Background: an optimization exercise with open tools, aiming at small area. Do not read the settings as production practice.
The RTL was checked by simulation tests, not by an equivalence proof against the original design.
Power and IR drop assume default switching activity.

==> flow/design.v <==
package cic_vco_pkg;
   typedef enum logic [1:0] {
      IDLE  = 2'd0,
      FLUSH = 2'd1,
      RUN   = 2'd2
   } state_e;
   function automatic integer ow_calc(input integer iw, input integer order, input integer rmax_log2);
      ow_calc = iw + 1 + order * rmax_log2;
   endfunction
   function automatic integer dec_w_calc(input integer rmax_log2);
      dec_w_calc = $clog2(rmax_log2 + 1);
   endfunction
   localparam int RMAX_LOG2_DEF = 4;
   localparam int DEC_W_DEF     = dec_w_calc(RMAX_LOG2_DEF);
endpackage
module cic_vco_rca
#(
   parameter int W = 8
) (
   input  logic [W-1:0] a,
   input  logic [W-1:0] b,
   input  logic         ci,
   output logic [W-1:0] s,
   output logic         co
);
   logic [W:0] c;
   assign c[0] = ci;
   for (genvar k = 0; k < W; k++) begin : g_bit
      assign s[k]   = a[k] ^ b[k] ^ c[k];
      assign c[k+1] = (a[k] & b[k]) | (a[k] & c[k]) | (b[k] & c[k]);
   end
   assign co = c[W];
endmodule
module cic_vco_channel
#(
   parameter int IW    = 6,
   parameter int OW    = 19
) (
   input  logic          clk,
   input  logic          rst_n,
   input  logic          busy,    
   input  logic          ld,      
   input  logic          ld2,     
   input  logic          hold,    
   input  logic          hold2,   
   input  logic          upd,     
   input  logic [IW-1:0] in_p,
   input  logic [IW-1:0] in_m,
   output logic [OW-1:0] out
);
   localparam int LW = 9;
   localparam int HW = OW - LW;
   logic [IW-1:0] prev_p_q, prev_m_q;
   logic [IW-1:0] dp, dm;
   logic [IW:0]   d, dl_q;
   logic          dls_q;                  
   logic          b1k_q;                  
   logic [LW-1:0] b0l_q, b1l_q, p0l_q, p1l_q, p2l_q;
   logic [HW-1:0] b0h_q, b1h_q, p0h_q, p1h_q, p2h_q;
   logic          b0c_q, b1c_q, p0c_q, p1c_q, p2c_q;
   logic [LW-1:0] b0l_n, b1l_n, p0l_n, p1l_n, p2l_n;
   logic [HW-1:0] b0h_n, b1h_n, p0h_n, p1h_n, p2h_n;
   logic          b0c_n, b1c_n, p0c_n, p1c_n, p2c_n;
   logic [LW-1:0] p0l_b, p1l_b, p2l_b;
   logic [HW-1:0] p0h_b, p1h_b, p2h_b;
   logic [OW-1:0] out_q;
   assign dp = in_p - prev_p_q;
   assign dm = in_m - prev_m_q;
   assign d  = {1'b0, dp} - {1'b0, dm};
   assign p0l_b = ({LW{ld}} & p1l_q) | ({LW{hold}} & p0l_q);
   assign p1l_b = ({LW{ld}} & p2l_q) | ({LW{hold}} & p1l_q);
   assign p2l_b = {LW{hold}} & p2l_q;
   assign p0h_b = ({HW{ld2}} & p1h_q) | ({HW{hold2}} & p0h_q);
   assign p1h_b = ({HW{ld2}} & p2h_q) | ({HW{hold2}} & p1h_q);
   assign p2h_b = {HW{hold2}} & p2h_q;
   cic_vco_rca #(.W(LW)) u_b0l (.a(b0l_q), .b({{(LW-IW-1){dl_q[IW]}}, dl_q}),
                                .ci(1'b0), .s(b0l_n), .co(b0c_n));
   cic_vco_rca #(.W(LW)) u_b1l (.a(b1l_q), .b(b0l_q),
                                .ci(1'b0), .s(b1l_n), .co(b1c_n));
   cic_vco_rca #(.W(LW)) u_p0l (.a(p0l_b), .b(b1l_q),
                                .ci(1'b0), .s(p0l_n), .co(p0c_n));
   cic_vco_rca #(.W(LW)) u_p1l (.a(p1l_b), .b(~{b1l_q[LW-2:0], 1'b0}),
                                .ci(1'b1), .s(p1l_n), .co(p1c_n));
   cic_vco_rca #(.W(LW)) u_p2l (.a(p2l_b), .b(b1l_q),
                                .ci(1'b0), .s(p2l_n), .co(p2c_n));
   cic_vco_rca #(.W(HW)) u_b0h (.a(b0h_q), .b({HW{dls_q}}),
                                .ci(b0c_q), .s(b0h_n), .co());
   cic_vco_rca #(.W(HW)) u_b1h (.a(b1h_q), .b(b0h_q),
                                .ci(b1c_q), .s(b1h_n), .co());
   cic_vco_rca #(.W(HW)) u_p0h (.a(p0h_b), .b(b1h_q),
                                .ci(p0c_q), .s(p0h_n), .co());
   cic_vco_rca #(.W(HW)) u_p1h (.a(p1h_b), .b(~{b1h_q[HW-2:0], b1k_q}),
                                .ci(p1c_q), .s(p1h_n), .co());
   cic_vco_rca #(.W(HW)) u_p2h (.a(p2h_b), .b(b1h_q),
                                .ci(p2c_q), .s(p2h_n), .co());
   always_ff @(posedge clk) begin
      prev_p_q <= in_p;
      prev_m_q <= in_m;
      p0l_q    <= p0l_n;  p0h_q <= p0h_n;
      p1l_q    <= p1l_n;  p1h_q <= p1h_n;
      p2l_q    <= p2l_n;  p2h_q <= p2h_n;
      if (!busy) begin
         dl_q  <= '0;
         dls_q <= 1'b0;
         b1k_q <= 1'b0;
         b0l_q <= '0;  b0h_q <= '0;  b0c_q <= 1'b0;
         b1l_q <= '0;  b1h_q <= '0;  b1c_q <= 1'b0;
         p0c_q <= 1'b0;
         p1c_q <= 1'b1;   
         p2c_q <= 1'b0;
      end else begin
         dl_q  <= d;
         dls_q <= dl_q[IW];
         b1k_q <= b1l_q[LW-1];
         b0l_q <= b0l_n;  b0h_q <= b0h_n;  b0c_q <= b0c_n;
         b1l_q <= b1l_n;  b1h_q <= b1h_n;  b1c_q <= b1c_n;
         p0c_q <= p0c_n;
         p1c_q <= p1c_n;
         p2c_q <= p2c_n;
      end
   end
   always_ff @(posedge clk) begin
      if (!rst_n) begin
         out_q <= '0;
      end else if (upd) begin
         out_q <= {p0h_n, p0l_q};
      end
   end
   assign out = out_q;
endmodule
module cic_vco_decimator_mc
#(
   parameter  int NCH       = 4,
   parameter  int IW        = 6,
   parameter  int ORDER     = 3,
   parameter  int RMAX_LOG2 = 4,
   localparam int OW        = cic_vco_pkg::ow_calc(IW, ORDER, RMAX_LOG2),
   localparam int DW        = cic_vco_pkg::dec_w_calc(RMAX_LOG2)
) (
   input  logic              CLK,
   input  logic              RES,
   input  logic              ENABLE,
   input  logic [DW-1:0]     DEC_LOG2,
   input  logic [NCH*IW-1:0] IN_p,
   input  logic [NCH*IW-1:0] IN_m,
   output logic [NCH*OW-1:0] OUT,
   output logic              OUT_VALID,
   output logic              BUSY
);
   localparam int CW = RMAX_LOG2;
   logic          busy_q;       
   logic          run_q;        
   logic [1:0]    fcnt_q;       
   logic [CW-1:0] mask_q;       
   logic [CW-1:0] cnt_q;        
   logic          ld_q;         
   logic          ld2_q;        
   logic          first_q;      
   logic          pend_q;       
   logic          valid_q;
   logic [CW-1:0] mask_n;
   logic          tick;
   logic          upd;
   always_comb begin
      case (DEC_LOG2)
         3'd0:    mask_n = 4'b0000;
         3'd1:    mask_n = 4'b0001;
         3'd2:    mask_n = 4'b0011;
         3'd3:    mask_n = 4'b0111;
         default: mask_n = 4'b1111;
      endcase
   end
   assign tick = busy_q && ENABLE && (&(cnt_q | ~mask_q));
   assign upd  = busy_q && ENABLE && ld_q;
   always_ff @(posedge CLK) begin
      if (!busy_q) begin
         mask_q <= mask_n;
         cnt_q  <= '0;
         fcnt_q <= '0;
      end else begin
         cnt_q <= cnt_q + CW'(1);
         if (tick && !run_q) fcnt_q <= fcnt_q + 2'd1;
      end
      ld_q   <= tick;
      ld2_q  <= busy_q && ld_q;
      first_q <= !busy_q;
      pend_q <= tick && run_q;
   end
   always_ff @(posedge CLK) begin
      if (!RES) begin
         busy_q  <= 1'b0;
         run_q   <= 1'b0;
         valid_q <= 1'b0;
      end else begin
         busy_q  <= ENABLE;
         run_q   <= busy_q && ENABLE && (run_q || (tick && fcnt_q == 2'd3));
         valid_q <= run_q && ENABLE && pend_q;
      end
   end
   for (genvar c = 0; c < NCH; c++) begin : g_ch
      cic_vco_channel #(
         .IW    (IW),
         .OW    (OW)
      ) u_ch (
         .clk   (CLK),
         .rst_n (RES),
         .busy  (busy_q),
         .ld    (ld_q),
         .ld2   (ld2_q),
         .hold  (!ld_q && !first_q),
         .hold2 (!ld2_q && !first_q),
         .upd   (upd),
         .in_p  (IN_p[c*IW +: IW]),
         .in_m  (IN_m[c*IW +: IW]),
         .out   (OUT[c*OW +: OW])
      );
   end
   assign OUT_VALID = valid_q;
   assign BUSY      = busy_q;
endmodule
==> flow/config.mk <==
export PLATFORM = sky130hd
export DESIGN_NAME = cic_vco_decimator_mc
export DESIGN_NICKNAME = cic_vco_decimator_mc
export VERILOG_FILES = /design/flow/design.v
export SDC_FILE = /design/flow/constraint.sdc
export NUM_CORES = 4
export LEC_CHECK = 0
export CAP_MARGIN = 20
export CORE_MARGIN = 2
export CORE_UTILIZATION = 40
export SLEW_MARGIN = 20
==> flow/constraint.sdc <==
create_clock -name core_clock -period 7.0 [get_ports {CLK}]
set_input_delay 1.4000 -clock core_clock [delete_from_list [all_inputs] [get_ports {CLK}]]
set_output_delay 1.4000 -clock core_clock [all_outputs]
set_load 0.01 [all_outputs]
run.sh (not shown) runs the stock make flow with config.mk's settings and CLKGATE_MAP_FILE= SYNTH_SCRIPT=/design/flow/synth_recipe.tcl, a recipe that flattens the netlist after the stock synthesis.
Edit:
CORE_UTILIZATION = 60   (was 40)
CTS_BUF_LIST = sky130_fd_sc_hd__clkbuf_4   (was default)
=> The new run passed the timing, DRC and antenna checks; global-route usage came out higher by 7.3 points; wire length came out lower by a few percent; setup slack loses 0.34 ns; cell area goes down by a few percent; sequential cell count stays the same.
Edit:
CTS_BUF_LIST = sky130_fd_sc_hd__clkbuf_2   (was sky130_fd_sc_hd__clkbuf_4)
CTS_CLUSTER_SIZE = 20   (was default)
The changed run completed with no timing, DRC or antenna violations.
Global-route usage stays flat.
Die area is unchanged.
Sequential power is about the same.
Clock skew increases by 0.020 ns.
Synthesized cell count stays the same.

re-timing with driven ports:
The flow's constraints put no driver on any port. The routed layouts listed below were extracted and timed again, unchanged, in two steps. Step 1 (the two cells are an assumption about what drives the block):
set clk [get_ports {CLK}]
set_driving_cell -lib_cell sky130_fd_sc_hd__clkbuf_16 $clk
set_driving_cell -lib_cell sky130_fd_sc_hd__buf_2 [delete_from_list [all_inputs] $clk]
Step 2 times the ports against the registers' clock, not the clock port: input delays grow and output delays shrink by t, the midpoint of the rising clock arrivals with the driver on. Three values: no drivers, after step 1, after step 2; two values: the first two.
run	t (ns)	setup WS [ns]	slew at the worst register clock pin (ns)	worst data-port slew with drivers (ns)
the first run	0.639	1.486 / 1.486 / 1.486	0.06 / 0.06	0.04
the second run	1.019	1.144 / 1.144 / 1.144	0.07 / 0.07	0.06
the third run	1.308	1.137 / 1.137 / 1.137	0.11 / 0.11	0.06
After both steps setup and hold are still met in every run listed.
